Context: an optimization exercise on an open-source flow, tuned for small area, a short achievable clock period and few clock cycles per item. The choices shown serve that exercise and are no tape-out recipe. The RTL was checked by simulation tests, not by an equivalence proof against the original design. Power figures rest on the tool's default switching activity, not on a simulated workload.

==> flow/design.v <==
module dqp_cell #(
	parameter int DATA_W = 32
) (
	input  logic              clk,
	input  logic              we,           
	input  logic              front,        
	input  logic [DATA_W-1:0] new_val,
	input  logic [DATA_W-1:0] new_pri,
	output logic [DATA_W-1:0] val,
	output logic              new_beats     
);
	logic [DATA_W-1:0] val_q;
	logic [DATA_W-1:0] pri_q;
	always_ff @(posedge clk) begin
		if (we) begin
			val_q <= new_val;
			pri_q <= new_pri;
		end
	end
	logic [DATA_W-1:0] a, b;
	assign a = {~new_pri[DATA_W-1], new_pri[DATA_W-2:0]};
	assign b = {~pri_q[DATA_W-1], pri_q[DATA_W-2:0]};
	localparam int LV = 5;    
	logic [LV:0][DATA_W-1:0] gg, pp;
	always_comb begin
		gg[0] = a & ~b;
		pp[0] = a | ~b;
		for (int l = 0; l < LV; l++) begin
			for (int i = 0; i < DATA_W; i++) begin
				if ((i >> l) % 2 == 1) begin
					gg[l+1][i] = gg[l][i] | (pp[l][i] & gg[l][i - (1 << l)]);
					pp[l+1][i] = pp[l][i] & pp[l][i - (1 << l)];
				end else begin
					gg[l+1][i] = gg[l][i];
					pp[l+1][i] = pp[l][i];
				end
			end
		end
	end
	assign new_beats = gg[LV][DATA_W-1] | (pp[LV][DATA_W-1] & front);
	assign val       = val_q;
endmodule
module deque_with_max_priority_removal_core (
	input  logic        clk,
	input  logic        arst_n,
	input  logic        cmd_valid,
	output logic        cmd_ready,
	input  logic [2:0]  cmd_command,
	input  logic [31:0] cmd_entry_value,
	input  logic [31:0] cmd_entry_priority,
	output logic        rsp_valid,
	input  logic        rsp_ready,
	output logic [31:0] rsp_removed_value,
	output logic [1:0]  rsp_status,
	output logic [4:0]  rsp_occupancy
);
	localparam int DEPTH  = 16;
	localparam int CNT_W  = 5;
	localparam int DATA_W = 32;
	localparam logic [2:0] CMD_PUSH_FRONT = 3'd0;
	localparam logic [2:0] CMD_PUSH_REAR  = 3'd1;
	localparam logic [2:0] CMD_POP_FRONT  = 3'd2;
	localparam logic [2:0] CMD_POP_REAR   = 3'd3;
	localparam logic [2:0] CMD_POP_MAX    = 3'd4;
	localparam logic [1:0] ST_DONE  = 2'd0;
	localparam logic [1:0] ST_EMPTY = 2'd1;
	localparam logic [1:0] ST_FULL  = 2'd2;
	logic              rsp_valid_q;
	logic              s1_valid_q;
	logic              s1_move;
	logic              cmd_fire;
	assign s1_move   = s1_valid_q && (!rsp_valid_q || rsp_ready);
	assign cmd_ready = !s1_valid_q || !rsp_valid_q || rsp_ready;
	assign cmd_fire  = cmd_valid && cmd_ready;
	logic [DEPTH-1:0]             valid_q;
	logic [CNT_W-1:0]             count_q;
	logic [DEPTH-1:0][DATA_W-1:0] slot_val;
	logic [DEPTH-1:0]             new_beats;
	logic [DEPTH-1:0]             slot_we;
	logic [DEPTH-1:0][DEPTH-1:0]  before_q;    
	logic [DEPTH-1:0][DEPTH-1:0]  beats_q;     
	logic is_push, is_pop, is_front;
	logic full, empty;
	logic push_ok, pop_ok;
	logic [DEPTH-1:0] free_oh;
	logic [DEPTH-1:0] sel_front, sel_rear, sel_max, sel;
	assign is_push  = (cmd_command == CMD_PUSH_FRONT) || (cmd_command == CMD_PUSH_REAR);
	assign is_pop   = (cmd_command == CMD_POP_FRONT) || (cmd_command == CMD_POP_REAR) ||
	                  (cmd_command == CMD_POP_MAX);
	assign is_front = !cmd_command[0];
	assign full     = &valid_q;
	assign empty    = ~|valid_q;
	assign push_ok  = cmd_fire && is_push && !full;
	assign pop_ok   = cmd_fire && is_pop && !empty;
	assign free_oh = ~valid_q & (valid_q + DEPTH'(1));
	assign slot_we = push_ok ? free_oh : '0;
	genvar g;
	generate
		for (g = 0; g < DEPTH; g++) begin : g_slot
			dqp_cell #(.DATA_W(DATA_W)) u_cell (
				.clk       (clk),
				.we        (slot_we[g]),
				.front     (is_front),
				.new_val   (cmd_entry_value),
				.new_pri   (cmd_entry_priority),
				.val       (slot_val[g]),
				.new_beats (new_beats[g])
			);
		end
	endgenerate
	always_comb begin
		for (int a = 0; a < DEPTH; a++) begin
			sel_front[a] = valid_q[a];
			sel_rear[a]  = valid_q[a];
			sel_max[a]   = valid_q[a];
			for (int b = 0; b < DEPTH; b++) begin
				if (b < a) begin
					sel_front[a] &= !valid_q[b] || !before_q[b][a];
					sel_rear[a]  &= !valid_q[b] ||  before_q[b][a];
					sel_max[a]   &= !valid_q[b] || !beats_q[b][a];
				end else if (b > a) begin
					sel_front[a] &= !valid_q[b] ||  before_q[a][b];
					sel_rear[a]  &= !valid_q[b] || !before_q[a][b];
					sel_max[a]   &= !valid_q[b] ||  beats_q[a][b];
				end
			end
		end
	end
	always_comb begin
		case (cmd_command)
			CMD_POP_FRONT: sel = sel_front;
			CMD_POP_REAR:  sel = sel_rear;
			default:       sel = sel_max;
		endcase
	end
	always_ff @(posedge clk or negedge arst_n) begin
		if (!arst_n) begin
			valid_q <= '0;
			count_q <= '0;
		end else begin
			if (push_ok) begin
				valid_q <= valid_q | free_oh;
				count_q <= count_q + CNT_W'(1);
			end else if (pop_ok) begin
				valid_q <= valid_q & ~sel;
				count_q <= count_q - CNT_W'(1);
			end
		end
	end
	logic [DEPTH-1:0] beat_lo, beat_hi;
	assign beat_lo = slot_we | ~new_beats;
	assign beat_hi = slot_we |  new_beats;
	always_ff @(posedge clk) begin
		for (int a = 0; a < DEPTH; a++) begin
			for (int b = a + 1; b < DEPTH; b++) begin
				if (slot_we[a] || slot_we[b]) begin
					before_q[a][b] <= slot_we[a] ? is_front : !is_front;
					beats_q[a][b]  <= beat_lo[a] && beat_hi[b];
				end
			end
		end
	end
	logic [1:0]        status_d;
	logic [CNT_W-1:0]  occ_d;
	always_comb begin
		status_d = ST_DONE;
		if (is_push && full) status_d = ST_FULL;
		if (is_pop && empty) status_d = ST_EMPTY;
		occ_d = count_q;
		if (push_ok) occ_d = count_q + CNT_W'(1);
		if (pop_ok)  occ_d = count_q - CNT_W'(1);
	end
	logic [DEPTH-1:0]  s1_sel_q;      
	logic [1:0]        s1_status_q;
	logic [CNT_W-1:0]  s1_occ_q;
	always_ff @(posedge clk or negedge arst_n) begin
		if (!arst_n)       s1_valid_q <= 1'b0;
		else if (cmd_fire) s1_valid_q <= 1'b1;
		else if (s1_move)  s1_valid_q <= 1'b0;
	end
	always_ff @(posedge clk) begin
		if (cmd_fire) begin
			s1_sel_q    <= pop_ok ? sel : '0;
			s1_status_q <= status_d;
			s1_occ_q    <= occ_d;
		end
	end
	logic [DATA_W-1:0] removed_d;
	logic [DATA_W-1:0] rsp_val_q;
	logic [1:0]        rsp_status_q;
	logic [CNT_W-1:0]  rsp_occ_q;
	always_comb begin
		removed_d = '0;
		for (int a = 0; a < DEPTH; a++) begin
			removed_d |= slot_val[a] & {DATA_W{s1_sel_q[a]}};
		end
	end
	always_ff @(posedge clk or negedge arst_n) begin
		if (!arst_n)        rsp_valid_q <= 1'b0;
		else if (s1_move)   rsp_valid_q <= 1'b1;
		else if (rsp_ready) rsp_valid_q <= 1'b0;
	end
	always_ff @(posedge clk) begin
		if (s1_move) begin
			rsp_val_q    <= removed_d;
			rsp_status_q <= s1_status_q;
			rsp_occ_q    <= s1_occ_q;
		end
	end
	assign rsp_valid         = rsp_valid_q;
	assign rsp_removed_value = rsp_val_q;
	assign rsp_status        = rsp_status_q;
	assign rsp_occupancy     = rsp_occ_q;
endmodule
Settings: LEC_CHECK=0, CAP_MARGIN=20, CELL_PAD_IN_SITES_DETAIL_PLACEMENT=1, CELL_PAD_IN_SITES_GLOBAL_PLACEMENT=2, CORE_MARGIN=2, CORE_UTILIZATION=35, SETUP_SLACK_MARGIN=2.5, SLEW_MARGIN=20; clock period 5.5 ns.
run.sh (not shown) runs the stock make flow with config.mk's settings and CLKGATE_MAP_FILE= SYNTH_SCRIPT=/design/flow/synth_recipe.tcl, a recipe that flattens the netlist after the stock synthesis.
Testbench counts at the start, summed over its fixed seeds: cycles 16,016, items 16,000.
Change:
--- a/flow/design.v
+++ b/flow/design.v
@@ -85,11 +85,11 @@
 	logic [DEPTH-1:0] free_oh;
 	logic [DEPTH-1:0] sel_front, sel_rear, sel_max, sel;
 	assign is_push  = (cmd_command == CMD_PUSH_FRONT) || (cmd_command == CMD_PUSH_REAR);
 	assign is_pop   = (cmd_command == CMD_POP_FRONT) || (cmd_command == CMD_POP_REAR) ||
 	                  (cmd_command == CMD_POP_MAX);
-	assign is_front = !cmd_command[0];
+	assign is_front = (cmd_command == CMD_PUSH_FRONT);
 	assign full     = &valid_q;
 	assign empty    = ~|valid_q;
 	assign push_ok  = cmd_fire && is_push && !full;
 	assign pop_ok   = cmd_fire && is_pop && !empty;
 	assign free_oh = ~valid_q & (valid_q + DEPTH'(1));
The new run ran to the end with no violations. Global-route usage rose by 0.43 points. Cell count fell by 0.51%. Wire length rose by 2.6%. First-iteration DRC count rose by 5.2%. Worst setup slack gets worse by 0.19 ns. Worst hold slack stays flat. Synthesized cell count fell by 1.7%. Clock skew fell by 0.010 ns. Clock power hardly moves.
Testbench counts after the change, summed over its fixed seeds: cycles 16,016, items 16,000.

==> port drivers added, routing unchanged <==
No port has a modelled driver above. Below, the same layouts with a new extraction and two added sets of constraints. Step 1, drivers: a clkbuf_16 drives clk and a buf_2 each remaining input, both assumed. Step 2 adds t to the input delays and takes it off the output delays; t is the mean of the earliest and latest rising clock arrival at the registers after step 1. Input paths then give back, and output paths get back, about the clock's delay inside the block. a / b / c = no drivers / after step 1 / after step 2; a / b = the first two.
| run | t, ns | setup slack, ns | hold WS [ns] | worst setup path after step 2 | worst data-port slew with drivers (ns) |
|---|---|---|---|---|---|
| the first run | 0.879 | 2.451 / 2.451 / 1.650 | 0.416 / 0.416 / 0.416 | input to register | 0.19 |
| the second run | 0.841 | 2.262 / 2.289 / 1.447 | 0.418 / 0.418 / 0.418 | input to register | 0.10 |
After both steps every run listed still meets setup and hold. The setup slack of the second run, which loses most, moves by +0.027 ns with the drivers and by -0.815 ns with both steps.
